Source: an optimization exercise on an open RTL-to-GDS flow (aim: small area, a short achievable clock period and few clock cycles per item). Production flows keep margins and buffers that such runs may drop. At most, simulation tests tie the RTL to the original design; equivalence was not proved. For run 4, only the layout was checked, not whether the RTL still works. No activity file was given, so power comes from the tool's default toggle rates.

## config.mk

```make
export PLATFORM = sky130hd
export DESIGN_NAME = playfair_digraph_encryptor
export DESIGN_NICKNAME = playfair_digraph_encryptor
export VERILOG_FILES = /design/flow/design.v
export SDC_FILE = /design/flow/constraint.sdc
export NUM_CORES = 4
export LEC_CHECK = 0
export CAP_MARGIN = 20
export CORE_MARGIN = 2
export CORE_UTILIZATION = 40
export SLEW_MARGIN = 20
```

## constraint.sdc

```tcl
create_clock -name core_clock -period 11.0 [get_ports {clk_i}]
set_input_delay 2.2000 -clock core_clock [delete_from_list [all_inputs] [get_ports {clk_i}]]
set_output_delay 2.2000 -clock core_clock [all_outputs]
set_load 0.01 [all_outputs]
```

## design.v

```verilog
`timescale 1ns / 1ps
package pfe_pkg;
  localparam int unsigned LETTER_W = 5;
  localparam int unsigned NUM_ROWS = 5;
  localparam int unsigned NUM_COLS = 5;
  typedef logic [LETTER_W-1:0] letter_t;
  typedef logic [2:0]          idx_t;
  typedef logic [NUM_COLS*LETTER_W-1:0]          row_t;
  typedef logic [NUM_ROWS*NUM_COLS*LETTER_W-1:0] rows_t;
  typedef logic [9:0] pos_t;
  localparam letter_t LETTER_X = 5'd23;
  localparam letter_t LETTER_J = 5'd9;
  localparam letter_t LETTER_I = 5'd8;
  localparam rows_t ROWS_RESET = {
    25'd27025109,
    25'd21613104,
    25'd16201099,
    25'd10755269,
    25'd4294688
  };
  typedef enum logic [2:0] {
    REG_ROW_0 = 3'd0,
    REG_ROW_1 = 3'd1,
    REG_ROW_2 = 3'd2,
    REG_ROW_3 = 3'd3,
    REG_ROW_4 = 3'd4
  } reg_idx_e;
  function automatic logic [4:0] rot1(logic [4:0] i);
    rot1 = {i[3:0], i[4]};
  endfunction
  function automatic pos_t locate(rows_t rows, letter_t v);
    logic [4:0] rhit, chit, rsel, csel;
    logic [24:0] m;
    for (int k = 0; k < 25; k++) m[k] = (rows[5*k +: 5] == v);
    for (int r = 0; r < 5; r++) rhit[r] = |m[5*r +: 5];
    rsel[4] = rhit[4];
    rsel[3] = rhit[3] & ~rhit[4];
    rsel[2] = rhit[2] & ~(rhit[3] | rhit[4]);
    rsel[1] = rhit[1] & ~(rhit[2] | rhit[3] | rhit[4]);
    rsel[0] = ~(rhit[1] | rhit[2] | rhit[3] | rhit[4]);
    chit = '0;
    for (int r = 0; r < 5; r++) chit = chit | ({5{rsel[r]}} & m[5*r +: 5]);
    csel[4] = chit[4];
    csel[3] = chit[3] & ~chit[4];
    csel[2] = chit[2] & ~(chit[3] | chit[4]);
    csel[1] = chit[1] & ~(chit[2] | chit[3] | chit[4]);
    csel[0] = ~(chit[1] | chit[2] | chit[3] | chit[4]);
    locate = {rsel, csel};
  endfunction
  function automatic letter_t read_at(rows_t rows, pos_t p);
    letter_t l, rv;
    l = '0;
    for (int r = 0; r < 5; r++) begin
      rv = '0;
      for (int c = 0; c < 5; c++) rv = rv | ({5{p[c]}} & rows[25*r + 5*c +: 5]);
      l = l | ({5{p[5+r]}} & rv);
    end
    read_at = l;
  endfunction
endpackage
`timescale 1ns / 1ps
module pfe_cfg_regs (
  input  logic        clk_i,
  input  logic        rst_ni,
  input  logic        psel,
  input  logic        penable,
  input  logic        pwrite,
  input  logic [4:0]  paddr,
  input  logic [31:0] pwdata,
  output logic [31:0] prdata,
  output logic        pready,
  output pfe_pkg::rows_t       rows_o
);
  pfe_pkg::rows_t    rows_q, rows_d;
  logic [2:0] idx;
  logic     wr_en;
  assign idx    = paddr[4:2];
  assign wr_en  = psel & penable & pwrite;
  assign pready = 1'b1;
  always_comb begin
    rows_d = rows_q;
    if (wr_en) begin
      case (idx)
        pfe_pkg::REG_ROW_0: rows_d[0 +: 25] = pwdata[24:0];
        pfe_pkg::REG_ROW_1: rows_d[25 +: 25] = pwdata[24:0];
        pfe_pkg::REG_ROW_2: rows_d[50 +: 25] = pwdata[24:0];
        pfe_pkg::REG_ROW_3: rows_d[75 +: 25] = pwdata[24:0];
        pfe_pkg::REG_ROW_4: rows_d[100 +: 25] = pwdata[24:0];
        default: ;
      endcase
    end
  end
  always_comb begin
    case (idx)
      pfe_pkg::REG_ROW_0: prdata = {7'd0, rows_q[0 +: 25]};
      pfe_pkg::REG_ROW_1: prdata = {7'd0, rows_q[25 +: 25]};
      pfe_pkg::REG_ROW_2: prdata = {7'd0, rows_q[50 +: 25]};
      pfe_pkg::REG_ROW_3: prdata = {7'd0, rows_q[75 +: 25]};
      pfe_pkg::REG_ROW_4: prdata = {7'd0, rows_q[100 +: 25]};
      default:   prdata = '0;
    endcase
  end
  always_ff @(posedge clk_i or negedge rst_ni) begin
    if (!rst_ni) begin
      rows_q <= pfe_pkg::ROWS_RESET;
    end else begin
      rows_q <= rows_d;
    end
  end
  assign rows_o = rows_q;
endmodule
`timescale 1ns / 1ps
module pfe_pair_cipher (
  input  pfe_pkg::pos_t p1_i,
  input  pfe_pkg::pos_t p2_i,
  output pfe_pkg::pos_t t1_o,
  output pfe_pkg::pos_t t2_o
);
  logic [4:0] r1, c1, r2, c2;
  logic       same_row, same_col;
  assign r1 = p1_i[9:5];
  assign c1 = p1_i[4:0];
  assign r2 = p2_i[9:5];
  assign c2 = p2_i[4:0];
  assign same_row = |(r1 & r2);
  assign same_col = |(c1 & c2);
  always_comb begin
    if (same_row) begin
      t1_o = {r1, pfe_pkg::rot1(c1)};
      t2_o = {r2, pfe_pkg::rot1(c2)};
    end else if (same_col) begin
      t1_o = {pfe_pkg::rot1(r1), c1};
      t2_o = {pfe_pkg::rot1(r2), c2};
    end else begin
      t1_o = {r1, c2};
      t2_o = {r2, c1};
    end
  end
endmodule
`timescale 1ns / 1ps
module pfe_out_buf (
  input  logic          clk_i,
  input  logic          rst_ni,
  input  pfe_pkg::rows_t rows_i,
  input  logic          load_i,
  input  pfe_pkg::pos_t t1_i,
  input  pfe_pkg::pos_t t2_i,
  input  logic          quad_i,
  output logic          free_o,
  output logic          m_axis_tvalid,
  input  logic          m_axis_tready,
  output logic [7:0]    m_axis_tdata,    
  output logic          m_axis_tlast     
);
  pfe_pkg::pos_t t1_q, t2_q;
  logic          v_q, sec_q, rep_q;
  logic          hs;
  assign hs            = v_q & m_axis_tready;
  assign m_axis_tvalid = v_q;
  assign m_axis_tlast  = sec_q & ~rep_q;
  assign m_axis_tdata  = {3'd0, pfe_pkg::read_at(rows_i, sec_q ? t2_q : t1_q)};
  assign free_o        = ~v_q | (sec_q & ~rep_q & m_axis_tready);
  always_ff @(posedge clk_i or negedge rst_ni) begin
    if (!rst_ni) begin
      v_q <= 1'b0;
    end else if (free_o) begin
      v_q <= load_i;
    end
  end
  always_ff @(posedge clk_i) begin
    if (free_o) begin
      t1_q  <= t1_i;
      t2_q  <= t2_i;
      sec_q <= 1'b0;
      rep_q <= quad_i;
    end else if (hs) begin
      sec_q <= ~sec_q;
      if (sec_q) rep_q <= 1'b0;
    end
  end
endmodule
`timescale 1ns / 1ps
module playfair_digraph_encryptor (
  input  logic        clk_i,
  input  logic        rst_ni,
  input  logic        psel,
  input  logic        penable,
  input  logic        pwrite,
  input  logic [4:0]  paddr,
  input  logic [31:0] pwdata,
  output logic [31:0] prdata,
  output logic        pready,
  input  logic        s_axis_tvalid,
  output logic        s_axis_tready,
  input  logic [7:0]  s_axis_tdata,    
  input  logic        s_axis_tlast,    
  output logic        m_axis_tvalid,
  input  logic        m_axis_tready,
  output logic [7:0]  m_axis_tdata,    
  output logic        m_axis_tlast     
);
  pfe_pkg::rows_t   rows;
  pfe_pkg::letter_t a;
  pfe_pkg::pos_t    pos_a, pos_x, p1, p2, t1, t2;
  logic             held_v_q;
  pfe_pkg::letter_t held_q;
  pfe_pkg::pos_t    held_pos_q;
  logic             buf_free, s_accept, split, pair, load, quad;
  pfe_cfg_regs u_regs (
    .clk_i   (clk_i),
    .rst_ni  (rst_ni),
    .psel    (psel),
    .penable (penable),
    .pwrite  (pwrite),
    .paddr   (paddr),
    .pwdata  (pwdata),
    .prdata  (prdata),
    .pready  (pready),
    .rows_o  (rows)
  );
  assign a = (s_axis_tdata[4:0] == pfe_pkg::LETTER_J) ? pfe_pkg::LETTER_I : s_axis_tdata[4:0];
  assign pair          = held_v_q | s_axis_tlast;
  assign s_axis_tready = buf_free | ~pair;
  assign s_accept      = s_axis_tvalid & s_axis_tready;
  assign load          = s_accept & pair;
  assign split = held_v_q & (held_q != a);
  assign quad  = held_v_q & ~split & s_axis_tlast;
  assign pos_a = pfe_pkg::locate(rows, a);
  assign pos_x = pfe_pkg::locate(rows, pfe_pkg::LETTER_X);
  assign p1    = held_v_q ? held_pos_q : pos_a;
  assign p2    = split ? pos_a : pos_x;
  always_ff @(posedge clk_i or negedge rst_ni) begin
    if (!rst_ni) begin
      held_v_q <= 1'b0;
    end else if (s_accept) begin
      held_v_q <= ~s_axis_tlast & ~split;
    end
  end
  always_ff @(posedge clk_i) begin
    if (s_accept) begin
      held_q     <= a;
      held_pos_q <= pos_a;
    end
  end
  pfe_pair_cipher u_cipher (
    .p1_i (p1),
    .p2_i (p2),
    .t1_o (t1),
    .t2_o (t2)
  );
  pfe_out_buf u_out (
    .clk_i         (clk_i),
    .rst_ni        (rst_ni),
    .rows_i        (rows),
    .load_i        (load),
    .t1_i          (t1),
    .t2_i          (t2),
    .quad_i        (quad),
    .free_o        (buf_free),
    .m_axis_tvalid (m_axis_tvalid),
    .m_axis_tready (m_axis_tready),
    .m_axis_tdata  (m_axis_tdata),
    .m_axis_tlast  (m_axis_tlast)
  );
endmodule
```

## run.sh

```bash
#!/bin/bash
# synth_recipe.tcl (not shown) runs the flow's synth.tcl, then flattens the netlist and writes it again
# the make line also repeats each setting of config.mk as NAME=value (left out here)
make -C /OpenROAD-flow-scripts/flow DESIGN_CONFIG=/design/flow/config.mk WORK_HOME=/design/flow/orfs CLKGATE_MAP_FILE= SYNTH_SCRIPT=/design/flow/synth_recipe.tcl finish
```

==> flow_metrics.py, run 1 <==
metrics = {
    "placement": {
        "gp_congestion": 0.938,
        "dpl-instance-area_um2": 11900,
        "port-buffer-count": 73,
        "preCtsSetupSlack_ps": 3150,
        "dpl.hpwl_mm": 25.6,
    },
    "worst_setup_path": {
        "required_ps": 11140,
        "worstPathArrival_ps": 7580,
        "end_kind": "flop",
        "critPathKind": "in2reg",
        "cp-start-kind": "primary input",
        "crit_path_max_fanout": 23,
    },
    "clocking": {
        "postCtsSetupBuffers": 0,
        "clkLatencyLatePin_ps": 440,
        "cts_tree": "yes",
        "clk_path_buf_depth": 2,
        "htreeDepth": 4,
        "cts.sinks": 164,
        "cts_root_buf": "clkbuf_16",
        "clk_pin_slew_ps": 70,
        "cts_resized": 0,
        "cts_buffers": 17,
        "cts_hold_buf": 0,
    },
    "timing": {
        "rsz0062_at_grt": "no",
        "finalSetupViolations": 0,
        "fin_worst_skew_ps": 15.2,
        "post-route-min-period_ps": 7440,
        "tightest_slew_ps": 1090,
        "slew_violations": 0,
        "fin_tns_setup_ps": 0,
        "final.period_utilization_pct": 67.6,
        "clock.fmax_mhz": 134,
        "hold_viol": 0,
        "worst_slack_ps": 3560,
        "slew_headroom_pct": 26.7,
    },
    "routing": {
        "finalWirelength_mm": 35.5,
        "viasPerCell": 6.35,
        "dr.pass1.iters": 11,
        "drtAntennaViolNets": 0,
        "wire_per_inst_um": 24.5,
        "vias": 9184,
        "drt-initial-drc-count": 1163,
        "drc": 0,
    },
    "global_route": {
        "antenna_found_initial": 0,
        "grt_util_all_layers_pct": 25.0,
        "grt_max_degree": 79,
        "grt_first_pass_wirelength_mm": 54.1,
        "grt_pass1_vias": 8625,
        "grt-ovfl-total": 0,
    },
    "final_layout": {
        "n_antenna_cell": 0,
        "nets": 1146,
        "drive_gt1_share_pct": 24.6,
        "seq_area_um2": 4350,
        "multi_input_area_um2": 6200,
        "area_growth_pct": 13.8,
        "final_cell_area_um2": 12500,
        "fillers": 2500,
    },
    "logic_synthesis": {
        "synth_edf_count": 36,
        "post_synth_instance_area_um2": 11000,
        "yosys_warnings": 4,
        "yosysMostFrequentCell": "mux2_2",
        "avgSynthCellArea_um2": 10.3,
        "ys_types": 81,
        "synth_area_leaders": "dfrtp_1, mux2_2, dfstp_2",
        "async_flop_share_pct": 77.4,
        "syn_inst": 1060,
        "synthTopCellsByCount": "mux2_2, dfrtp_1, nand2_1",
        "synthFlopType": "dfrtp_1",
        "yosysTopAreaCell": "dfrtp_1",
        "ys_ff_latch": 164,
        "seq_area_frac_synth_pct": 39.7,
        "synth_top_area_share_pct": 16.4,
    },
    "floorplan": {
        "start_util_pct": 40.7,
        "die_h_um": 170,
        "core_um2": 27000,
        "num_rows": 60,
        "ios": 97,
        "die-width_um": 170,
        "dieArea_um2": 28700,
    },
    "power_and_ir_drop": {
        "p_per_area_nw_per_um2": 238,
        "ir_worst_vdd_v": 0.000130,
        "p_leak_nw": 4.81,
    },
    "min_path": {
        "hp-class": "reg2reg",
    },
    "outcome": {
        "status": "complete, no violations",
    },
    "flow_run": {
        "max_cap_viol_count": 0,
    },
}
==> path summary, 6_finish.rpt <==
kind	to	cells past startpoint	from	slack, ps
hold reg to reg	u_out.sec_q	1	u_out.v_q	570
max in group asynchronous	u_regs.rows_q[117]	2	rst_ni	7710
setup reg to reg	u_out.t2_q[8]	11	u_regs.rows_q[68]	6440
min in group asynchronous	u_regs.rows_q[54]	1	rst_ni	1780
hold / removal	u_out.sec_q	1	u_out.v_q	570
setup / recovery	u_out.t2_q[8]	13	s_axis_tdata[0]	3560
==> metal layers <==
| metal | share of wire (%) | vias to the layer above | GRT usage, % |
|---|---|---|---|
| met1 | 45 | 4609 | 36.1 |
| met3 | 7.1 | 57 | 3.52 |
| met2 | 45 | 452 | 38.8 |
| li1 | - | 4066 | - |
| met4 | 2.4 | 0 | 7.58 |
| met5 | 0 | - | 0 |
==> state kept, by name, indices dropped and copies added (netlist names) <==
| name | cells |
|---|---|
| u_out.sec_q | 1 |
| u_out.rep_q | 1 |
| held_v_q | 1 |
| u_out.t2_q | 10 |
| held_q | 5 |
| u_out.t1_q | 10 |
| held_pos_q | 10 |
| u_regs.rows_q | 125 |
| u_out.v_q | 1 |
==> power breakdown <==
group	switching (mW)	total [mW]	internal, mW
Sequential	0.213	1.06	0.849
Clock	0.303	0.613	0.310
Combinational	0.744	1.29	0.545
==> stage by stage <==
step	util, %	std cells	power, mW	hold WS (ps)
after floorplan	-	1069	1.88	504
after global placement	44.0	1415	2.31	549
after detailed placement	44.0	1415	2.33	565
after CTS	46.2	1447	2.95	574
after global routing	46.3	1447	3.12	610
final	46.3	1447	2.96	570
==> cell families (layout without fill, tap and decap cells) <==
kind of cell / Yosys count / after routing / synth area share [%]
AND/OR/NAND/NOR: 295 / 295 / 15.1
AO/OA/AOI/OAI: 218 / 218 / 14.9
multiplexers: 172 / 172 / 17.3
flip-flops: 164 / 164 / 39.7
XOR/XNOR: 107 / 107 / 8.55
buffers and inverters: 102 / 139 / 4.46
other: 2 / 11 / 0.0685
==> area by class of cell <==
class,count,area share (%)
Clock buffer,17,3.41
Sequential cell,164,34.9
Tap cell,341,3.42
Inverter,18,0.552
Multi-Input combinational cell,803,49.7
Clock inverter,15,1.45
Timing Repair Buffer,89,6.60
==> critical path, stage by stage <==
cell	delay, ps
clkdlybuf4s50_1	1070
inv_1	560
or3_1	480
nand3_1	140
nor3b_2	320
nand4_2	390
a31o_1	320
and2_1	220
clkinv_2	150
o41a_1	300
o22ai_2	250
o31ai_2	950
mux2i_1	210
==> cells in the final DEF (no fill, tap or decap), types with 7 or more instances in the layout <==
master / n
mux2_2: 130
xor2_1: 46
xnor2_1: 61
and2_1: 8
nand2_1: 64
or3_1: 9
clkdlybuf4s50_1: 67
inv_1: 15
nor2_1: 39
nor2b_1: 12
o21ai_0: 51
nand3_1: 13
a22oi_1: 21
nor4_1: 27
a21boi_1: 7
buf_4: 17
a221o_1: 25
nor3_1: 31
mux2i_1: 41
dfstp_2: 55
conb_1: 11
a222oi_1: 26
dfrtp_1: 72
edfxtp_1: 36
a221oi_1: 7
clkbuf_16: 17
nand4_1: 37
a21oi_1: 28
Testbench counts, summed over its fixed seeds: cycles 10,414, items 9,600.
==> run 2, diff against run 1 <==
--- a/config.mk
+++ b/config.mk
@@ -5,7 +5,9 @@
 export SDC_FILE = /design/flow/constraint.sdc
 export NUM_CORES = 4
 export LEC_CHECK = 0
+export ABC_CLOCK_PERIOD_IN_PS = 5000
 export CAP_MARGIN = 20
 export CORE_MARGIN = 2
 export CORE_UTILIZATION = 40
+export SETUP_SLACK_MARGIN = 5
 export SLEW_MARGIN = 20
==> run 2 against run 1 <==
Compared with the run above: largest power group unchanged; combinational power increased by 9%; still clean on timing, DRC and antenna; cell count rose by 2.5%; clock skew rose by 0.59 ps; non-clock buffer count grew 28; via count rose by 3.1%; setup slack improved by 1500 ps; die area unchanged; clock-buffer cell count stayed put; sequential power is essentially flat.
==> flow_metrics.py, run 2 <==
metrics = {
    "worst_setup_path": {
        "cp-start-kind": "primary input",
        "rrSetupSlack_ps": 6980,
        "end_kind": "output port",
        "worstPathArrival_ps": 3780,
        "startpoint": "paddr[3]",
        "rr_startpoint": "u_regs.rows_q[67]",
        "required_ps": 8800,
        "crit_path_max_fanout": 31,
        "critPathKind": "in2out",
    },
    "power_and_ir_drop": {
        "combPwrFrac_pct": 45.4,
        "p_leak_nw": 5.09,
        "switching_share_pct": 42.6,
        "clock_power_share_pct": 20.0,
        "internal_power_mw": 1.77,
        "p_sw_mw": 1.31,
        "p_per_area_nw_per_um2": 238,
        "ir_worst_vdd_v": 0.000135,
        "seqPwrFrac_pct": 34.6,
    },
    "clocking": {
        "cts_buffers": 17,
        "clk_path_buf_depth": 2,
        "clkLatencyLatePin_ps": 440,
        "htreeDepth": 4,
        "cts.sinks": 164,
        "cts_root_buf": "clkbuf_16",
        "cts_tree": "yes",
        "cts_hold_buf": 0,
        "clk_pin_slew_ps": 80,
    },
    "global_route": {
        "grt_pass1_vias": 8822,
        "antenna_found_initial": 0,
        "grt_max_degree": 79,
        "grt_first_pass_wirelength_mm": 56.3,
        "grt_util_all_layers_pct": 26.0,
        "grt-ovfl-total": 0,
    },
    "routing": {
        "drtAntennaViolNets": 0,
        "wire_per_inst_um": 25.4,
        "dr.pass1.iters": 8,
        "finalWirelength_mm": 37.7,
        "drt-initial-drc-count": 1321,
        "drc": 0,
        "vias": 9469,
        "viasPerCell": 6.39,
    },
    "timing": {
        "post-route-min-period_ps": 5980,
        "hold_viol": 0,
        "slew_headroom_pct": 33.8,
        "clock.fmax_mhz": 167,
        "worst_slack_ps": 5020,
        "slew_violations": 0,
        "fin_tns_setup_ps": 0,
        "tightest_slew_ps": 993,
        "holdWs_ps": 577,
        "rsz0062_at_grt": "yes",
        "finalSetupViolations": 0,
        "fin_worst_skew_ps": 15.8,
        "final.period_utilization_pct": 54.3,
    },
    "placement": {
        "dpl.hpwl_mm": 25.6,
        "preCtsSetupSlack_ps": 3150,
        "gp_congestion": 0.938,
        "port-buffer-count": 73,
    },
    "floorplan": {
        "start_util_pct": 40.7,
        "core_um2": 27000,
        "die-width_um": 170,
        "dieArea_um2": 28700,
        "die_h_um": 170,
        "ios": 97,
        "num_rows": 60,
    },
    "logic_synthesis": {
        "synthTopCellsByCount": "mux2_2, dfrtp_1, nand2_1",
        "yosysMostFrequentCell": "mux2_2",
        "synth_top_area_share_pct": 16.4,
        "synth_edf_count": 36,
        "yosys_warnings": 4,
        "synth_area_leaders": "dfrtp_1, mux2_2, dfstp_2",
        "yosysTopAreaCell": "dfrtp_1",
        "post_synth_instance_area_um2": 11000,
        "avgSynthCellArea_um2": 10.3,
        "ys_ff_latch": 164,
        "seq_area_frac_synth_pct": 39.7,
        "synthFlopType": "dfrtp_1",
        "syn_inst": 1060,
        "async_flop_share_pct": 77.4,
        "ys_types": 81,
    },
    "final_layout": {
        "multi_input_area_um2": 6390,
        "seq_area_um2": 4350,
        "n_antenna_cell": 0,
        "area_growth_pct": 18.2,
        "regMostFlops": "u_regs.rows_q",
        "fillers": 2471,
        "final_common_cell": "mux2_2",
        "nets": 1182,
        "drive_gt1_share_pct": 28.4,
        "final_cell_mix": "mux2_2, dfrtp_1, nand2_1",
        "largest_register_ffs": 125,
    },
    "min_path": {
        "hp-class": "reg2reg",
        "holdCritStartpoint": "u_out.v_q",
    },
    "outcome": {
        "status": "complete, no violations",
    },
    "flow_run": {
        "max_cap_viol_count": 0,
    },
}
## run 2: cell count changes in the layout (fill, tap and decap cells not counted), sizes merged
cell and delta:
buf +30, clkdlybuf4s50 -7, dlymetal6s2s +4, and2 +3, nand2b +3, clkinvlp +2
clkbuf +1, inv -1, o22ai +1
## run 2: logic make-up (layout without fill, tap and decap cells)
kind of cell	after synthesis	count (layout)	synth area share, %
AOI/OAI and AO/OA	218	219	14.9
buffers and inverters	102	168	4.46
DFF	164	164	39.7
other	2	11	0.0685
and+or+nand+nor	295	301	15.1
xor gates and xnor gates	107	107	8.55
muxes	172	172	17.3
## run 2: power groups by stage
| stage | registers [mW] | clock network, mW | logic [mW] |
|---|---|---|---|
| 5_1_grt | 1.08 | 0.651 | 1.50 |
| 6_report | 1.06 | 0.616 | 1.40 |
| 3_3_place_gp | 1.06 | 0 | 1.25 |
| 3_5_place_dp | 1.07 | 0 | 1.27 |
| 2_1_floorplan | 0.965 | 0 | 0.914 |
| 4_1_cts | 1.05 | 0.625 | 1.32 |
## run 2: worst max-delay path, cell delays in order
cell and delay (ps):
buf_12 170, nor2_4 240, and2_4 270, nand2_1 60, o21ai_0 90, a221o_1 180
clkdlybuf4s50_1 560
## run 2: final timing paths
path | endpoint | cells past startpoint
worst max-delay path | prdata[13] | 7
min in group asynchronous | u_regs.rows_q[54] | 1
worst min register to register | u_out.sec_q | 1
worst max register to register | u_out.t1_q[0] | 12
max in group asynchronous | u_regs.rows_q[117] | 2
worst min-delay path | u_out.sec_q | 1
## run 2: repair_timing
item                                    CTS  global route
setup buffers                             5            21
cloned                                    7             2
resized for setup                        39            31
endpoints found under the setup margin   45            46
pin swaps                                 6             7
## run 2: layout make-up
type / count / area share [%]
multi-input combinational: 810 / 49.4
tap: 341 / 3.29
timing repair buffer: 117 / 8.44
sequential: 164 / 33.6
timing repair inverter: 1 / 0.0580
clock inverter: 15 / 1.40
clock buffer: 17 / 3.28
inverter: 18 / 0.560
## run 2: per-layer routing
metal	part of all wire (%)	up-vias	wire length [um]	global-route usage (%)
li1	-	4159	-	-
met1	43	4680	16300	37.3
met2	45	534	16900	40.3
met3	8.4	96	3160	3.75
met4	3.6	0	1360	8.88
met5	0	-	0	0
## run 2: stage by stage
stage          util [%]  power (mW)  instances  cell area, um2
2_1_floorplan         -        1.88       1069           11000
3_3_place_gp       44.0        2.31       1415           11900
3_5_place_dp       44.0        2.33       1415           11900
4_1_cts            47.0        3.00       1459           12700
5_1_grt            48.1        3.23       1483           13000
6_report           48.1        3.08       1483           13000
==> run 3, diff against run 2 <==
==> flow/run.sh (new file) <==
#!/bin/bash
set -euo pipefail
bash standard.sh "BUFFER_PORTS_ARGS=-buffer_cell sky130_fd_sc_hd__buf_4" \
  SETUP_SLACK_MARGIN=5.7 finish > flow_make.log 2>&1
==> standard.sh (new file) <==
#!/bin/bash
# synth_recipe.tcl (not shown) runs the flow's synth.tcl, then flattens the netlist and writes it again
# the make line also repeats each setting of config.mk as NAME=value (left out here)
make -C /OpenROAD-flow-scripts/flow DESIGN_CONFIG=/design/flow/config.mk WORK_HOME=/design/flow/orfs CLKGATE_MAP_FILE= SYNTH_SCRIPT=/design/flow/synth_recipe.tcl "${@:-finish}"
--- a/config.mk
+++ b/config.mk
@@ -5,9 +5,7 @@
 export SDC_FILE = /design/flow/constraint.sdc
 export NUM_CORES = 4
 export LEC_CHECK = 0
-export ABC_CLOCK_PERIOD_IN_PS = 5000
 export CAP_MARGIN = 20
 export CORE_MARGIN = 2
 export CORE_UTILIZATION = 40
-export SETUP_SLACK_MARGIN = 5
 export SLEW_MARGIN = 20
removed: run.sh
==> run 3 against run 2 <==
Compared with the run above: still clean; die area stayed put; fmax is 9.7% higher; clock-buffer cell count stayed put; via count is 2.4% higher; largest power group unchanged; highest routed layer unchanged.
==> flow_metrics.py, run 3 <==
metrics = {
    "final_layout": {
        "largest_register_ffs": 125,
        "finalNonFillerCells": 1509,
        "final_cell_area_um2": 13800,
        "regMostFlops": "u_regs.rows_q",
        "n_antenna_cell": 0,
        "area_growth_pct": 25.5,
        "nets": 1208,
        "final_common_cell": "mux2_2",
        "final_cell_mix": "mux2_2, buf_4, dfrtp_1",
        "drive_gt1_share_pct": 39.8,
        "fillers": 2402,
    },
    "routing": {
        "wire_per_inst_um": 26.5,
        "drtAntennaViolNets": 0,
        "viasPerCell": 6.42,
        "vias": 9694,
        "finalWirelength_mm": 39.9,
        "drt-initial-drc-count": 1475,
        "dr.pass1.iters": 9,
        "drc": 0,
    },
    "logic_synthesis": {
        "post_synth_instance_area_um2": 11000,
        "yosysTopAreaCell": "dfrtp_1",
        "yosys_warnings": 4,
        "synthTopCellsByCount": "mux2_2, dfrtp_1, nand2_1",
        "ys_ff_latch": 164,
        "synthFlopType": "dfrtp_1",
        "syn_inst": 1060,
        "ys_types": 81,
        "async_flop_share_pct": 77.4,
        "synth_top_area_share_pct": 16.4,
        "synth_edf_count": 36,
        "avgSynthCellArea_um2": 10.3,
        "seq_area_frac_synth_pct": 39.7,
        "synth_area_leaders": "dfrtp_1, mux2_2, dfstp_2",
        "yosysMostFrequentCell": "mux2_2",
    },
    "floorplan": {
        "ios": 97,
        "die_h_um": 170,
        "start_util_pct": 40.7,
        "num_rows": 60,
        "core_um2": 27000,
        "dieArea_um2": 28700,
        "die-width_um": 170,
    },
    "clocking": {
        "cts_tree": "yes",
        "htreeDepth": 4,
        "cts_root_buf": "clkbuf_16",
        "cts_hold_buf": 0,
        "clk_pin_slew_ps": 70,
        "clk_path_buf_depth": 2,
        "cts.sinks": 164,
        "clkLatencyLatePin_ps": 450,
        "cts_buffers": 17,
    },
    "placement": {
        "preCtsSetupSlack_ps": 3790,
        "port-buffer-count": 73,
        "dpl.hpwl_mm": 26.0,
        "dp.cells": 1411,
        "gp_congestion": 0.961,
        "dpl-instance-area_um2": 11800,
    },
    "power_and_ir_drop": {
        "ir_worst_vdd_v": 0.000175,
        "combPwrFrac_pct": 47.0,
        "p_sw_mw": 1.38,
        "p_leak_nw": 5.48,
        "seqPwrFrac_pct": 33.3,
        "total_power_mw": 3.25,
        "switching_share_pct": 42.3,
        "p_per_area_nw_per_um2": 236,
        "clock_power_share_pct": 19.7,
        "internal_power_mw": 1.87,
    },
    "timing": {
        "clock.fmax_mhz": 184,
        "slew_headroom_pct": 28.7,
        "final.period_utilization_pct": 49.5,
        "fin_tns_setup_ps": 0,
        "rsz0062_at_grt": "yes",
        "post-route-min-period_ps": 5450,
        "hold_viol": 0,
        "tightest_slew_ps": 1060,
        "fin_worst_skew_ps": 16.6,
        "slew_violations": 0,
        "finalSetupViolations": 0,
        "worst_slack_ps": 5550,
    },
    "worst_setup_path": {
        "crit_path_max_fanout": 8,
        "required_ps": 8800,
        "cp-start-kind": "primary input",
        "worst-path-buf-inv": 2,
        "slowest_stage": "and2_4",
        "end_kind": "output port",
        "path_delay_family": "simple AND/OR/NAND/NOR gates",
        "worstPathArrival_ps": 3250,
        "critPathKind": "in2out",
        "crit_chain": "buf_16 -> nor2_4 -> and2_4 -> nand2_1 -> o21ai_1 -> a221o_1 -> buf_4",
        "max_stage_delay_ps": 320,
    },
    "global_route": {
        "grt_max_degree": 70,
        "grt_first_pass_wirelength_mm": 59.3,
        "grt-ovfl-total": 0,
        "grt_util_all_layers_pct": 27.7,
        "grt_pass1_vias": 9499,
        "antenna_found_initial": 1,
    },
    "outcome": {
        "status": "complete, no violations",
    },
    "min_path": {
        "hp-class": "reg2reg",
    },
    "flow_run": {
        "max_cap_viol_count": 0,
    },
}
run 3: cell counts after synthesis:
No cell type changed its count.
run 3: per-stage QoR:
step           hold WS [ps]  util, %
2_1_floorplan           504        -
3_3_place_gp            551     43.7
3_5_place_dp            549     43.7
4_1_cts                 565     49.9
5_1_grt                 603     51.0
6_report                559     51.0
run 3: layout make-up:
class | count | area, um2 | area share [%]
Sequential cell | 164 | 4350 | 31.6
Clock buffer | 17 | 425 | 3.09
Clock inverter | 15 | 208 | 1.51
Timing Repair inverter | 2 | 15.0 | 0.109
Timing Repair Buffer | 143 | 1590 | 11.5
Multi-Input combinational cell | 809 | 6670 | 48.5
Tap cell | 341 | 427 | 3.10
Inverter | 18 | 76.3 | 0.555
run 3: layer usage:
layer	track usage [%]	vias up	part of all wire (%)
met4	12.4	0	4.8
met2	43.4	566	45
met3	5.92	130	9.4
li1	-	4219	-
met1	36.9	4779	41
met5	0	-	0
run 3: path summary, 6_finish.rpt:
| kind | slack (ps) | endpoint | cells after the start | from |
|---|---|---|---|---|
| worst max-delay path | 5550 | prdata[22] | 7 | paddr[3] |
| worst min register to register | 560 | u_out.sec_q | 1 | u_out.v_q |
| worst min-delay path | 560 | u_out.sec_q | 1 | u_out.v_q |
| min in group asynchronous | 1870 | u_regs.rows_q[54] | 1 | rst_ni |
| max in group asynchronous | 7810 | u_regs.rows_q[115] | 2 | rst_ni |
| worst max register to register | 6850 | u_out.t1_q[0] | 12 | u_regs.rows_q[88] |
run 3: worst reg2reg max path, cell delays in order (launching register included):
cell and delay (ps):
dfrtp_1 450, and3b_1 220, and3_1 220, or3_1 410, nor2_1 480, o211ai_1 180, o21a_1 330, nand4b_1 260
o2bb2ai_1 310, o22ai_4 150, buf_12 160, or3_4 400, a221o_1 310
run 3: timing repair:
| item | in CTS | in global routing |
|---|---|---|
| hold endpoints to repair | 0 | 0 |
| cloned | 16 | 1 |
| pin swaps | 41 | 20 |
| gates resized for setup | 83 | 58 |
| setup buffers | 39 | 10 |
| endpoints found under the setup margin | 51 | 50 |
run 3: cell families after synthesis:
kind of cell / share of synthesized area [%]
mux: 17.3
buf+inv: 4.46
other cells: 0.0685
xor+xnor: 8.55
flops: 39.7
simple gates: 15.1
compound gates: 14.9
run 3: power by group through the flow:
stage | registers (mW) | logic (mW) | clock network [mW]
floorplan | 0.965 | 0.945 | 0
global placement | 1.07 | 1.23 | 0
detailed placement | 1.08 | 1.26 | 0
CTS | 1.07 | 1.41 | 0.649
global route | 1.10 | 1.62 | 0.675
finish | 1.08 | 1.53 | 0.641
==> run 4, diff against run 3 <==
--- a/design.v
+++ b/design.v
@@ -72,6 +72,7 @@
   output pfe_pkg::rows_t       rows_o
 );
   pfe_pkg::rows_t    rows_q, rows_d;
+  pfe_pkg::row_t     rd_q, rd_d;
   logic [2:0] idx;
   logic     wr_en;
   assign idx    = paddr[4:2];
@@ -92,12 +93,12 @@
   end
   always_comb begin
     case (idx)
-      pfe_pkg::REG_ROW_0: prdata = {7'd0, rows_q[0 +: 25]};
-      pfe_pkg::REG_ROW_1: prdata = {7'd0, rows_q[25 +: 25]};
-      pfe_pkg::REG_ROW_2: prdata = {7'd0, rows_q[50 +: 25]};
-      pfe_pkg::REG_ROW_3: prdata = {7'd0, rows_q[75 +: 25]};
-      pfe_pkg::REG_ROW_4: prdata = {7'd0, rows_q[100 +: 25]};
-      default:   prdata = '0;
+      pfe_pkg::REG_ROW_0: rd_d = rows_q[0 +: 25];
+      pfe_pkg::REG_ROW_1: rd_d = rows_q[25 +: 25];
+      pfe_pkg::REG_ROW_2: rd_d = rows_q[50 +: 25];
+      pfe_pkg::REG_ROW_3: rd_d = rows_q[75 +: 25];
+      pfe_pkg::REG_ROW_4: rd_d = rows_q[100 +: 25];
+      default:   rd_d = '0;
     endcase
   end
   always_ff @(posedge clk_i or negedge rst_ni) begin
@@ -107,6 +108,10 @@
       rows_q <= rows_d;
     end
   end
+  always_ff @(posedge clk_i) begin
+    rd_q <= rd_d;
+  end
+  assign prdata = {7'd0, rd_q};
   assign rows_o = rows_q;
 endmodule
 `timescale 1ns / 1ps
@@ -143,8 +148,8 @@
   input  logic          rst_ni,
   input  pfe_pkg::rows_t rows_i,
   input  logic          load_i,
-  input  pfe_pkg::pos_t t1_i,
-  input  pfe_pkg::pos_t t2_i,
+  input  pfe_pkg::pos_t p1_i,
+  input  pfe_pkg::pos_t p2_i,
   input  logic          quad_i,
   output logic          free_o,
   output logic          m_axis_tvalid,
@@ -152,32 +157,50 @@
   output logic [7:0]    m_axis_tdata,    
   output logic          m_axis_tlast     
 );
-  pfe_pkg::pos_t t1_q, t2_q;
-  logic          v_q, sec_q, rep_q;
-  logic          hs;
-  assign hs            = v_q & m_axis_tready;
-  assign m_axis_tvalid = v_q;
-  assign m_axis_tlast  = sec_q & ~rep_q;
-  assign m_axis_tdata  = {3'd0, pfe_pkg::read_at(rows_i, sec_q ? t2_q : t1_q)};
-  assign free_o        = ~v_q | (sec_q & ~rep_q & m_axis_tready);
+  pfe_pkg::pos_t    p1_q, p2_q, t1, t2;
+  logic             jv_q, sec_q, rep_q;
+  logic             wv_q, wlast_q;
+  pfe_pkg::letter_t wdata_q;
+  logic             adv;
+  pfe_pair_cipher u_cipher (
+    .p1_i (p1_q),
+    .p2_i (p2_q),
+    .t1_o (t1),
+    .t2_o (t2)
+  );
+  assign adv    = ~wv_q | m_axis_tready;
+  assign free_o = ~jv_q | (adv & sec_q & ~rep_q);
   always_ff @(posedge clk_i or negedge rst_ni) begin
     if (!rst_ni) begin
-      v_q <= 1'b0;
-    end else if (free_o) begin
-      v_q <= load_i;
+      jv_q <= 1'b0;
+      wv_q <= 1'b0;
+    end else begin
+      if (free_o) begin
+        jv_q <= load_i;
+      end
+      if (adv) begin
+        wv_q <= jv_q;
+      end
     end
   end
   always_ff @(posedge clk_i) begin
     if (free_o) begin
-      t1_q  <= t1_i;
-      t2_q  <= t2_i;
+      p1_q  <= p1_i;
+      p2_q  <= p2_i;
       sec_q <= 1'b0;
       rep_q <= quad_i;
-    end else if (hs) begin
+    end else if (adv) begin
       sec_q <= ~sec_q;
       if (sec_q) rep_q <= 1'b0;
     end
-  end
+    if (adv) begin
+      wdata_q <= pfe_pkg::read_at(rows_i, sec_q ? t2 : t1);
+      wlast_q <= sec_q & ~rep_q;
+    end
+  end
+  assign m_axis_tvalid = wv_q;
+  assign m_axis_tdata  = {3'd0, wdata_q};
+  assign m_axis_tlast  = wlast_q;
 endmodule
 `timescale 1ns / 1ps
 module playfair_digraph_encryptor (
@@ -200,12 +223,16 @@
   output logic        m_axis_tlast     
 );
   pfe_pkg::rows_t   rows;
-  pfe_pkg::letter_t a;
-  pfe_pkg::pos_t    pos_a, pos_x, p1, p2, t1, t2;
+  pfe_pkg::letter_t in_a;
+  logic             rdy_q, s_accept;
+  logic             hd_v_q, sk_v_q;
+  pfe_pkg::letter_t hd_q, sk_q;
+  logic             hd_last_q, sk_last_q;
+  pfe_pkg::pos_t    pos_a, pos_x, p1, p2;
   logic             held_v_q;
   pfe_pkg::letter_t held_q;
   pfe_pkg::pos_t    held_pos_q;
-  logic             buf_free, s_accept, split, pair, load, quad;
+  logic             buf_free, pop, split, pair, load, quad;
   pfe_cfg_regs u_regs (
     .clk_i   (clk_i),
     .rst_ni  (rst_ni),
@@ -218,43 +245,70 @@
     .pready  (pready),
     .rows_o  (rows)
   );
-  assign a = (s_axis_tdata[4:0] == pfe_pkg::LETTER_J) ? pfe_pkg::LETTER_I : s_axis_tdata[4:0];
-  assign pair          = held_v_q | s_axis_tlast;
-  assign s_axis_tready = buf_free | ~pair;
-  assign s_accept      = s_axis_tvalid & s_axis_tready;
-  assign load          = s_accept & pair;
-  assign split = held_v_q & (held_q != a);
-  assign quad  = held_v_q & ~split & s_axis_tlast;
-  assign pos_a = pfe_pkg::locate(rows, a);
+  assign in_a          = (s_axis_tdata[4:0] == pfe_pkg::LETTER_J) ? pfe_pkg::LETTER_I
+                                                                  : s_axis_tdata[4:0];
+  assign s_axis_tready = rdy_q;
+  assign s_accept      = s_axis_tvalid & rdy_q;
+  always_ff @(posedge clk_i or negedge rst_ni) begin
+    if (!rst_ni) begin
+      hd_v_q <= 1'b0;
+      sk_v_q <= 1'b0;
+      rdy_q  <= 1'b1;
+    end else begin
+      if (pop || !hd_v_q) begin
+        hd_v_q <= sk_v_q | s_accept;
+        sk_v_q <= 1'b0;
+        rdy_q  <= 1'b1;
+      end else if (s_accept) begin
+        sk_v_q <= 1'b1;
+        rdy_q  <= 1'b0;
+      end
+    end
+  end
+  always_ff @(posedge clk_i) begin
+    if (pop || !hd_v_q) begin
+      if (sk_v_q) begin
+        hd_q      <= sk_q;
+        hd_last_q <= sk_last_q;
+      end else begin
+        hd_q      <= in_a;
+        hd_last_q <= s_axis_tlast;
+      end
+    end
+    if (!sk_v_q) begin
+      sk_q      <= in_a;
+      sk_last_q <= s_axis_tlast;
+    end
+  end
+  assign pair = held_v_q | hd_last_q;
+  assign pop  = hd_v_q & (buf_free | ~pair);
+  assign load = pop & pair;
+  assign split = held_v_q & (held_q != hd_q);
+  assign quad  = held_v_q & ~split & hd_last_q;
+  assign pos_a = pfe_pkg::locate(rows, hd_q);
   assign pos_x = pfe_pkg::locate(rows, pfe_pkg::LETTER_X);
   assign p1    = held_v_q ? held_pos_q : pos_a;
   assign p2    = split ? pos_a : pos_x;
   always_ff @(posedge clk_i or negedge rst_ni) begin
     if (!rst_ni) begin
       held_v_q <= 1'b0;
-    end else if (s_accept) begin
-      held_v_q <= ~s_axis_tlast & ~split;
+    end else if (pop) begin
+      held_v_q <= ~hd_last_q & ~split;
     end
   end
   always_ff @(posedge clk_i) begin
-    if (s_accept) begin
-      held_q     <= a;
+    if (pop) begin
+      held_q     <= hd_q;
       held_pos_q <= pos_a;
     end
   end
-  pfe_pair_cipher u_cipher (
-    .p1_i (p1),
-    .p2_i (p2),
-    .t1_o (t1),
-    .t2_o (t2)
-  );
   pfe_out_buf u_out (
     .clk_i         (clk_i),
     .rst_ni        (rst_ni),
     .rows_i        (rows),
     .load_i        (load),
-    .t1_i          (t1),
-    .t2_i          (t2),
+    .p1_i          (p1),
+    .p2_i          (p2),
     .quad_i        (quad),
     .free_o        (buf_free),
     .m_axis_tvalid (m_axis_tvalid),
==> flow/run.sh (replaced) <==
#!/bin/bash
set -euo pipefail
MARGIN=${MARGIN:-8}
bash standard.sh SETUP_SLACK_MARGIN=$MARGIN finish > flow_make.log 2>&1
==> run 4 against run 3 <==
Compared with the run above: still clean on timing, DRC and antenna; fmax rose by 61%; synthesized area rose by 7.0%; combinational power rose by 100%; sequential cell count rose by 47; clock power rose by 31%; utilization rose by 5.6 points; global-route usage rose by 0.055 points; clock skew fell by 0.68 ps; clock-buffer cell count rose by 15; non-clock buffer count rose by 62; routed wire length rose by 22%; via count rose by 7.9%; largest cell class unchanged.
==> flow_metrics.py, run 4 <==
metrics = {
    "clocking": {
        "cts_buffers": 24,
        "cts_root_buf": "clkbuf_16",
        "clkLatencyLatePin_ps": 540,
        "clk_pin_slew_ps": 60,
        "cts.sinks": 211,
        "htreeDepth": 1,
        "clk_path_buf_depth": 3,
        "cts_hold_buf": 0,
        "cts_tree": "yes",
    },
    "routing": {
        "drt-initial-drc-count": 1318,
        "drc": 0,
        "dr.pass1.iters": 6,
        "vias": 10460,
        "drtAntennaViolNets": 0,
        "wire_per_inst_um": 29.3,
        "viasPerCell": 6.27,
        "finalWirelength_mm": 48.9,
    },
    "floorplan": {
        "dieArea_um2": 30700,
        "die-width_um": 175,
        "core_um2": 28800,
        "die_h_um": 175,
        "start_util_pct": 40.7,
        "ios": 97,
        "num_rows": 62,
    },
    "timing": {
        "finalSetupViolations": 0,
        "clock.fmax_mhz": 295,
        "slew_headroom_pct": 31.5,
        "fin_worst_skew_ps": 15.9,
        "hold_viol": 0,
        "fin_tns_setup_ps": 0,
        "rsz0062_at_grt": "yes",
        "final.period_utilization_pct": 30.8,
        "post-route-min-period_ps": 3390,
        "tightest_slew_ps": 1020,
        "slew_violations": 0,
        "worst_slack_ps": 7610,
        "holdWs_ps": 474,
    },
    "final_layout": {
        "largest_register_ffs": 125,
        "final_common_cell": "nand2_1",
        "n_antenna_cell": 0,
        "fillers": 2360,
        "area_growth_pct": 39.1,
        "nets": 1319,
        "regMostFlops": "u_regs.rows_q",
        "final_cell_mix": "nand2_1, mux2_4, dfrtp_1",
        "post-route-util_pct": 56.7,
        "largestRegisters": "u_regs.rows_q x125, u_regs.rd_q x25",
        "drive_gt1_share_pct": 42.4,
    },
    "logic_synthesis": {
        "synth_top_area_share_pct": 16.0,
        "async_flop_share_pct": 62.1,
        "synth_area_leaders": "dfrtp_1, mux2_2, dfstp_2",
        "yosysTopAreaCell": "dfrtp_1",
        "ys_ff_latch": 211,
        "post_synth_instance_area_um2": 11700,
        "syn_inst": 1084,
        "synth_edf_count": 48,
        "yosys_warnings": 4,
        "avgSynthCellArea_um2": 10.8,
        "seq_area_frac_synth_pct": 46.3,
        "yosysMostFrequentCell": "mux2_2",
        "ys_types": 65,
        "synthTopCellsByCount": "mux2_2, nand2_1, dfrtp_1",
        "synthFlopType": "dfrtp_1",
    },
    "power_and_ir_drop": {
        "total_power_mw": 5.36,
        "ir_worst_vdd_v": 0.000166,
        "p_leak_nw": 6.57,
        "p_per_area_nw_per_um2": 329,
    },
    "worst_setup_path": {
        "crit_path_max_fanout": 3,
        "slowest_stage": "dfstp_2",
        "end_kind": "output port",
        "required_ps": 8800,
        "path_delay_family": "flip-flops",
        "crit_chain": "buf_6",
        "max_stage_delay_ps": 550,
        "cp-start-kind": "flop",
        "worst-path-buf-inv": 1,
        "worstPathArrival_ps": 1190,
        "critPathKind": "reg2out",
    },
    "global_route": {
        "grt_util_all_layers_pct": 27.7,
        "grt_pass1_vias": 9538,
        "grt_max_degree": 70,
        "grt_first_pass_wirelength_mm": 63.5,
        "antenna_found_initial": 0,
        "grt-ovfl-total": 0,
    },
    "min_path": {
        "hp-class": "reg2reg",
    },
    "placement": {
        "dpl.hpwl_mm": 27.1,
        "preCtsSetupSlack_ps": 6000,
        "port-buffer-count": 73,
        "gp_congestion": 1.01,
    },
    "outcome": {
        "status": "complete, no violations",
    },
    "flow_run": {
        "max_cap_viol_count": 0,
    },
}
[run 4: changes by cell type after synthesis, moves of 21 or more]
cell,delta
dfxtp_1,+31
a31oi_1,+21
nor4_1,-24
nand3_1,+33
a222oi_1,-25
nand2_1,+38
a22oi_1,+34
[run 4: cell type report]
class,instances,area (um2),share of cell area (%)
Multi-Input combinational cell,813,7160,43.9
Sequential cell,211,5440,33.4
Timing Repair Buffer,205,2360,14.4
Clock buffer,32,693,4.25
Tap cell,384,480,2.95
Clock inverter,12,135,0.828
Inverter,11,48.8,0.299
[run 4: timing repair]
| action | in CTS | in global routing |
|---|---|---|
| setup buffers | 40 | 58 |
| resized for setup | 266 | 179 |
| endpoints found under the setup margin | 291 | 218 |
| pin swaps | 18 | 51 |
| gates cloned | 16 | 14 |
[run 4: path summary, 6_finish.rpt]
path,from,endpoint,slack [ps],depth (start not counted)
hold reg to reg,sk_q[0],sk_q[0],470,2
setup / recovery,rdy_q,s_axis_tready,7610,1
max in group asynchronous,rst_ni,held_v_q,8300,2
min in group asynchronous,rst_ni,u_regs.rows_q[23],1680,1
setup reg to reg,hd_q[2],held_pos_q[0],7870,13
hold / removal,sk_q[0],sk_q[0],470,2
[run 4: logic make-up (layout without fill, tap and decap cells)]
group / after synthesis / after routing / share of synthesized area (%)
flops: 211 / 211 / 46.3
xor+xnor: 126 / 126 / 9.41
other cells: 2 / 11 / 0.0640
mux: 163 / 163 / 15.4
buf+inv: 82 / 260 / 4.08
compound gates: 214 / 221 / 12.9
simple gates: 286 / 292 / 11.9
[run 4: power breakdown]
group / total, mW / internal (mW) / leakage [nW] / switching [mW]
clock network: 0.839 / 0.512 / 0.411 / 0.328
registers: 1.45 / 1.12 / 2.27 / 0.327
logic: 3.08 / 1.33 / 3.89 / 1.75
total: 5.36 / 2.96 / 6.57 / 2.40
[run 4: per-layer routing]
layer	routed length, um	up-vias	global-route usage [%]
met2	21800	649	44.1
li1	-	4386	-
met1	19800	5242	37.9
met3	4760	183	5.07
met4	2540	0	9.90
met5	0	-	0
[run 4: stage by stage]
stage	cells	cell area [um2]
global placement	1496	12900
finish	1668	16300
detailed placement	1496	12900
CTS	1596	14800
global route	1668	16300
floorplan	1093	12200
==> run 5, diff against run 4 <==
--- a/design.v
+++ b/design.v
@@ -224,7 +224,7 @@
 );
   pfe_pkg::rows_t   rows;
   pfe_pkg::letter_t in_a;
-  logic             rdy_q, s_accept;
+  logic             s_accept;
   logic             hd_v_q, sk_v_q;
   pfe_pkg::letter_t hd_q, sk_q;
   logic             hd_last_q, sk_last_q;
@@ -247,21 +247,18 @@
   );
   assign in_a          = (s_axis_tdata[4:0] == pfe_pkg::LETTER_J) ? pfe_pkg::LETTER_I
                                                                   : s_axis_tdata[4:0];
-  assign s_axis_tready = rdy_q;
-  assign s_accept      = s_axis_tvalid & rdy_q;
+  assign s_axis_tready = ~sk_v_q;
+  assign s_accept      = s_axis_tvalid & ~sk_v_q;
   always_ff @(posedge clk_i or negedge rst_ni) begin
     if (!rst_ni) begin
       hd_v_q <= 1'b0;
       sk_v_q <= 1'b0;
-      rdy_q  <= 1'b1;
     end else begin
       if (pop || !hd_v_q) begin
         hd_v_q <= sk_v_q | s_accept;
         sk_v_q <= 1'b0;
-        rdy_q  <= 1'b1;
       end else if (s_accept) begin
         sk_v_q <= 1'b1;
-        rdy_q  <= 1'b0;
       end
     end
   end
==> flow/run.sh (replaced) <==
#!/bin/bash
set -euo pipefail
bash standard.sh "BUFFER_PORTS_ARGS=-buffer_cell sky130_fd_sc_hd__buf_4" \
  SETUP_SLACK_MARGIN=7.8 finish > flow_make.log 2>&1
==> run 5 against run 4 <==
Compared with the run above: still clean; critical path depth increased by 1; sequential share of layout area increased by 4.6 points; combinational power decreased by about 30%; global-route usage decreased by 2.2 points; worst hold slack got worse by 5.4 ps; clock power decreased by 6.9%; largest cell class unchanged.
==> flow_metrics.py, run 5 <==
metrics = {
    "final_layout": {
        "fillers": 2648,
        "nets": 1185,
        "seq_area_um2": 5410,
        "final_cell_area_um2": 14200,
        "multi_input_area_um2": 6380,
        "largestRegisters": "u_regs.rows_q x125, u_regs.rd_q x25",
        "final_common_cell": "buf_4",
        "n_antenna_cell": 0,
        "regMostFlops": "u_regs.rows_q",
        "largest_register_ffs": 125,
        "final_cell_mix": "buf_4, mux2_2, nand2_1",
        "drive_gt1_share_pct": 36.3,
        "area_growth_pct": 23.2,
    },
    "logic_synthesis": {
        "async_flop_share_pct": 61.9,
        "ys_types": 67,
        "yosys_warnings": 4,
        "synthFlopType": "dfrtp_1",
        "yosysMostFrequentCell": "mux2_2",
        "yosysTopAreaCell": "dfrtp_1",
        "synth_top_area_share_pct": 16.2,
        "synth_area_leaders": "dfrtp_1, mux2_2, dfstp_2",
        "avgSynthCellArea_um2": 11.1,
        "syn_inst": 1039,
        "synthTopCellsByCount": "mux2_2, nand2_1, dfrtp_1",
        "post_synth_instance_area_um2": 11600,
        "synth_edf_count": 48,
        "ys_ff_latch": 210,
        "seq_area_frac_synth_pct": 46.8,
    },
    "timing": {
        "finalSetupViolations": 0,
        "fin_worst_skew_ps": 34.7,
        "slew_violations": 0,
        "rsz0062_at_grt": "yes",
        "clock.fmax_mhz": 307,
        "final.period_utilization_pct": 29.6,
        "holdWs_ps": 469,
        "fin_tns_setup_ps": 0,
        "tightest_slew_ps": 922,
        "post-route-min-period_ps": 3260,
        "hold_viol": 0,
        "slew_headroom_pct": 37.9,
    },
    "worst_setup_path": {
        "cp.depth": 2,
        "critPathKind": "reg2out",
        "max_stage_delay_ps": 420,
        "slowest_stage": "dfrtp_2",
        "path_delay_family": "flip-flops",
        "rr_startpoint": "u_out.p1_q[6]",
        "startpoint": "sk_v_q",
        "worstPathArrival_ps": 1060,
        "worst-path-buf-inv": 2,
        "rrSetupSlack_ps": 7800,
        "end_kind": "output port",
        "crit_path_max_fanout": 2,
        "crit_chain": "inv_2 -> buf_6",
        "required_ps": 8800,
        "rr_endpoint": "u_out.wdata_q[0]",
        "endpoint": "s_axis_tready",
        "rr_worst_depth": 10,
        "cp-start-kind": "flop",
    },
    "clocking": {
        "cts_buffers": 23,
        "cts.sinks": 210,
        "htreeDepth": 1,
        "cts_root_buf": "clkbuf_16",
        "cts_tree": "yes",
        "clk_path_buf_depth": 3,
        "clk_pin_slew_ps": 60,
        "clkLatencyLatePin_ps": 530,
    },
    "global_route": {
        "use_met3_pct": 4.46,
        "grt_util_all_layers_pct": 25.6,
        "grt_pass1_vias": 8698,
        "grt_first_pass_wirelength_mm": 58.2,
        "met2_usage_pct": 38.6,
        "antenna_found_initial": 0,
        "grt.busiest_layer": "met2",
        "grt_max_degree": 75,
        "grtUsageMet1_pct": 36.9,
        "grt-ovfl-total": 0,
    },
    "power_and_ir_drop": {
        "p_sw_mw": 1.93,
        "ir_worst_vdd_v": 0.000144,
        "internal_power_mw": 2.44,
        "seqPwrFrac_pct": 32.4,
        "combPwrFrac_pct": 49.7,
        "switching_share_pct": 44.1,
        "clock_power_share_pct": 17.9,
        "p_leak_nw": 5.75,
        "p_per_area_nw_per_um2": 307,
    },
    "routing": {
        "vias": 9362,
        "viasPerCell": 6.11,
        "finalWirelength_mm": 41.5,
        "wire_per_inst_um": 27.0,
        "drc": 0,
        "drt-initial-drc-count": 1238,
        "dr.pass1.iters": 12,
        "drtAntennaViolNets": 0,
    },
    "placement": {
        "dpl.hpwl_mm": 26.9,
        "port-buffer-count": 73,
        "dpl-instance-area_um2": 12600,
        "gp_congestion": 1.00,
    },
    "floorplan": {
        "die-width_um": 174,
        "die_h_um": 174,
        "dieArea_um2": 30300,
        "start_util_pct": 40.5,
        "core_um2": 28500,
        "num_rows": 62,
        "ios": 97,
    },
    "min_path": {
        "hp-class": "reg2reg",
    },
    "outcome": {
        "status": "complete, no violations",
    },
    "flow_run": {
        "max_cap_viol_count": 0,
    },
}
-- run 5: changes by cell type after synthesis, sizes merged, moves of 5 or more --
cell	previous run	this run
a221oi	2	7
a222oi	1	26
a22oi	55	35
a31oi	24	6
buf	30	36
clkbuf	41	33
inv	11	20
nand2	103	97
nand3	46	35
nor2	30	25
nor3	35	30
o31ai	8	2
-- run 5: how the worst min path moves through the flow --
stage / startpoint / end / slack [ps] / cells after the start
after floorplan: sk_q[3] / sk_q[3] / 430 / 2
after global placement: sk_q[3] / sk_q[3] / 440 / 2
after detailed placement: sk_q[4] / sk_q[4] / 460 / 1
after CTS: sk_q[3] / sk_q[3] / 470 / 2
after global routing: sk_q[4] / sk_q[4] / 500 / 1
final: sk_q[4] / sk_q[4] / 470 / 1
-- run 5: per-stage QoR --
| step | total power [mW] | util, % | setup WS, ps | cells |
|---|---|---|---|---|
| finish | 4.37 | 49.9 | 7740 | 1533 |
| global route | 4.57 | 49.9 | 7700 | 1533 |
| CTS | 4.01 | 48.2 | 7710 | 1503 |
| global placement | 3.10 | 44.1 | 6190 | 1448 |
| floorplan | 2.62 | - | 7510 | 1048 |
| detailed placement | 3.14 | 44.2 | 6170 | 1449 |
-- run 5: final cells by class --
| class | count | area share, % |
|---|---|---|
| Clock inverter | 14 | 0.817 |
| Clock buffer | 28 | 4.61 |
| Timing Repair Buffer | 122 | 7.84 |
| Tap cell | 384 | 3.37 |
| Multi-Input combinational cell | 754 | 44.8 |
| Sequential cell | 210 | 38.0 |
| Inverter | 21 | 0.597 |
-- run 5: logic make-up after synthesis --
family,count (synthesis),share of synthesized area (%)
other,2,0.0650
AOI/OAI and AO/OA,195,12.8
and+or+nand+nor,255,10.9
DFF,210,46.8
xor gates and xnor gates,126,9.55
buffers and inverters,90,4.09
muxes,161,15.8
-- run 5: power by group through the flow --
stage          Sequential (mW)  Clock, mW  Combinational (mW)
6_report                  1.42      0.781                2.17
5_1_grt                   1.43      0.830                2.30
4_1_cts                   1.40      0.796                1.82
3_5_place_dp              1.40          0                1.74
3_3_place_gp              1.40          0                1.71
2_1_floorplan             1.28          0                1.34
-- run 5: timing repair --
action | 4_1_cts | 5_1_grt
endpoints found under the hold margin | 0 | 0
cloned | 4 | 4
pin swaps | 7 | 16
hold buffers | 0 | 0
endpoints found under the setup margin | 146 | 111
gates resized for setup | 40 | 39
setup buffers | 8 | 26
-- run 5: routing by layer --
layer,wire [um],share of wire (%),vias up
met2,18300,44,490
met3,3850,9.3,85
li1,-,-,4051
met5,0,0,-
met4,1520,3.7,0
met1,17800,43,4736
Testbench counts of run 5, summed over its fixed seeds: cycles 10,430, items 9,600.
==> run 6, diff against run 5 <==
==> flow/run.sh (replaced) <==
#!/bin/bash
set -euo pipefail
bash standard.sh SETUP_SLACK_MARGIN=7.5 finish > flow_make.log 2>&1
==> run 6 against run 5 <==
Compared with the run above: register-to-register slack lost 190 ps; still clean on timing, DRC and antenna; largest cell class unchanged; clock skew down 12 ps; highest routed layer unchanged; global-route usage down 0.65 points; clock power increased by 3.3%; critical path type is now in2reg.
==> flow_metrics.py, run 6 <==
metrics = {
    "timing": {
        "fin_worst_skew_ps": 22.8,
        "holdWs_ps": 472,
        "finalSetupViolations": 0,
        "slew_violations": 0,
        "hold_viol": 0,
        "fin_tns_setup_ps": 0,
        "clock.fmax_mhz": 289,
        "final.period_utilization_pct": 31.4,
        "slew_headroom_pct": 33.4,
        "tightest_slew_ps": 988,
        "post-route-min-period_ps": 3460,
        "rsz0062_at_grt": "yes",
    },
    "worst_setup_path": {
        "crit_path_max_fanout": 13,
        "rr_endpoint": "u_out.p1_q[0]",
        "path_delay_family": "buffers and inverters",
        "crit_chain": "clkdlybuf4s50_1 -> nand3_4 -> nor4_4 -> buf_4 -> buf_12 -> mux2_2",
        "rr_worst_depth": 10,
        "worst-path-buf-inv": 3,
        "critPathKind": "in2reg",
        "slowest_stage": "clkdlybuf4s50_1",
        "max_stage_delay_ps": 500,
        "worstPathArrival_ps": 3850,
        "rrSetupSlack_ps": 7610,
        "required_ps": 11390,
        "end_kind": "flop",
        "cp-start-kind": "primary input",
        "rr_startpoint": "hd_q[4]",
    },
    "floorplan": {
        "ios": 97,
        "core_um2": 28500,
        "die-width_um": 174,
        "start_util_pct": 40.5,
        "num_rows": 62,
        "dieArea_um2": 30300,
        "die_h_um": 174,
    },
    "clocking": {
        "cts.sinks": 210,
        "clk_path_buf_depth": 3,
        "cts_buffers": 24,
        "cts_hold_buf": 0,
        "cts_tree": "yes",
        "clkLatencyLatePin_ps": 520,
        "cts_root_buf": "clkbuf_16",
        "clk_pin_slew_ps": 60,
        "htreeDepth": 1,
    },
    "routing": {
        "finalWirelength_mm": 38.7,
        "dr.pass1.iters": 11,
        "wire_per_inst_um": 25.7,
        "drc": 0,
        "drtAntennaViolNets": 0,
        "vias": 8934,
        "viasPerCell": 5.92,
        "drt-initial-drc-count": 1159,
    },
    "outcome": {
        "status": "complete, no violations",
    },
    "logic_synthesis": {
        "async_flop_share_pct": 61.9,
        "ys_types": 67,
        "syn_inst": 1039,
        "seq_area_frac_synth_pct": 46.8,
        "synth_area_leaders": "dfrtp_1, mux2_2, dfstp_2",
        "synthTopCellsByCount": "mux2_2, nand2_1, dfrtp_1",
        "ys_ff_latch": 210,
        "synth_edf_count": 48,
        "yosysTopAreaCell": "dfrtp_1",
        "synth_top_area_share_pct": 16.2,
        "yosysMostFrequentCell": "mux2_2",
        "synthFlopType": "dfrtp_1",
        "yosys_warnings": 4,
        "post_synth_instance_area_um2": 11600,
        "avgSynthCellArea_um2": 11.1,
    },
    "final_layout": {
        "final_cell_mix": "mux2_2, nand2_1, dfrtp_1",
        "post-route-util_pct": 48.0,
        "drive_gt1_share_pct": 26.2,
        "final_common_cell": "mux2_2",
        "largestRegisters": "u_regs.rows_q x125, u_regs.rd_q x25",
        "largest_register_ffs": 125,
        "finalNonFillerCells": 1508,
        "regMostFlops": "u_regs.rows_q",
        "area_growth_pct": 18.5,
        "n_antenna_cell": 0,
        "nets": 1159,
    },
    "power_and_ir_drop": {
        "p_per_area_nw_per_um2": 290,
        "ir_worst_vdd_v": 0.000127,
        "p_leak_nw": 5.48,
    },
    "flow_run": {
        "max_cap_viol_count": 0,
    },
    "min_path": {
        "holdCritStartpoint": "sk_q[3]",
        "min_to": "sk_q[3]",
        "hp-class": "reg2reg",
        "hold_depth": 2,
    },
    "global_route": {
        "grt_first_pass_wirelength_mm": 56.8,
        "grt_util_all_layers_pct": 24.9,
        "grt_pass1_vias": 8785,
        "grt-ovfl-total": 0,
        "antenna_found_initial": 0,
        "grt_max_degree": 69,
    },
    "placement": {
        "dp.cells": 1451,
        "port-buffer-count": 73,
        "dpl.hpwl_mm": 26.7,
        "gp_congestion": 1.00,
    },
}
run 6: repair_timing:
action	in CTS	in global routing
pin swaps	2	3
setup buffers	4	5
gates resized for setup	56	9
gates cloned	1	3
setup endpoints to repair	189	125
run 6: stage by stage:
stage | power, mW | cell area, um2 | setup WS [ps]
after detailed placement | 3.11 | 12700 | 6050
after global placement | 3.08 | 12700 | 6070
after CTS | 3.94 | 13600 | 7510
after floorplan | 2.60 | 11800 | 7480
after global routing | 4.19 | 13700 | 7500
final | 3.97 | 13700 | 7540
run 6: worst max path at each step:
stage                        startpoint            endpoint  depth (start not counted)
after floorplan                paddr[4]   u_regs.rows_q[54]                          6
after global placement         paddr[2]   u_regs.rows_q[54]                          6
after detailed placement       paddr[2]   u_regs.rows_q[54]                          6
after CTS                        pwrite  u_regs.rows_q[105]                          5
after global routing      u_out.p2_q[0]    u_out.wdata_q[2]                          9
final                              psel  u_regs.rows_q[116]                          6
run 6: area by class of cell:
type / count / area [um2]
Clock buffer: 36 / 738
Clock inverter: 8 / 76.3
Fill cell: 2678 / 14800
Inverter: 21 / 81.3
Multi-Input combinational cell: 750 / 5930
Sequential cell: 210 / 5410
Tap cell: 384 / 480
Timing Repair Buffer: 99 / 986
run 6: tightest hold or removal path, delay by kind of cell (launching register included):
kind,cells,cell delay [ps]
compound gates,1,90
simple gates,1,40
flops,1,300
run 6: power breakdown:
| part | leakage [nW] | internal (mW) | total [mW] | switching, mW |
|---|---|---|---|---|
| clock network | 0.393 | 0.488 | 0.807 | 0.319 |
| logic | 2.83 | 0.694 | 1.76 | 1.06 |
| registers | 2.25 | 1.11 | 1.41 | 0.299 |
| total | 5.48 | 2.29 | 3.97 | 1.68 |
run 6: cell families after synthesis:
group	count (synthesis)	synth area share, %
AND/OR/NAND/NOR	255	10.9
multiplexers	161	15.8
XOR/XNOR	126	9.55
flip-flops	210	46.8
other	2	0.0650
buffers and inverters	90	4.09
AO/OA/AOI/OAI	195	12.8
run 6: metal layers:
layer | vias up | global-route usage, % | routed length (um)
met3 | 90 | 5.23 | 2860
met5 | - | 0 | 0
li1 | 3974 | - | -
met1 | 4472 | 34.6 | 17100
met4 | 0 | 10.7 | 1710
met2 | 398 | 37.8 | 17100

-- static timing again, ports no longer ideal --
How much do the figures lean on ideal ports? The routed layouts below were timed once more, with nothing changed but the port constraints. Step 1 (the two cells are an assumption about what drives the block):
set clk [get_ports {clk_i}]
set_driving_cell -lib_cell sky130_fd_sc_hd__clkbuf_16 $clk
set_driving_cell -lib_cell sky130_fd_sc_hd__buf_2 [delete_from_list [all_inputs] $clk]
Step 2 adds t to the input delays and takes it off the output delays; t is the mean of the earliest and latest rising clock arrival at the registers after step 1. Input paths then give back, and output paths get back, about the clock's delay inside the block. Three values: ideal, step 1, step 2; two values: the first two.
run | t (ns) | slack for setup (ns) | slew at the worst register clock pin (ns) | worst data-port slew with drivers (ns)
run 1 | 0.483 | 3.560 / 3.574 / 3.091 | 0.08 / 0.08 | 0.04
run 2 | 0.482 | 5.022 / 4.976 / 4.656 | 0.08 / 0.08 | 0.06
run 3 | 0.493 | 5.551 / 5.407 / 4.998 | 0.08 / 0.08 | 0.18
run 4 | 0.579 | 7.609 / 7.559 / 7.168 | 0.06 / 0.06 | 0.05
run 5 | 0.567 | 7.741 / 7.690 / 7.211 | 0.07 / 0.07 | 0.15
run 6 | 0.564 | 7.541 / 7.530 / 7.000 | 0.06 / 0.06 | 0.05
After both steps every run listed still meets setup and hold. For run 3, which loses most, drivers alone change the setup slack by -0.144 ns; drivers and shift together by -0.553 ns.
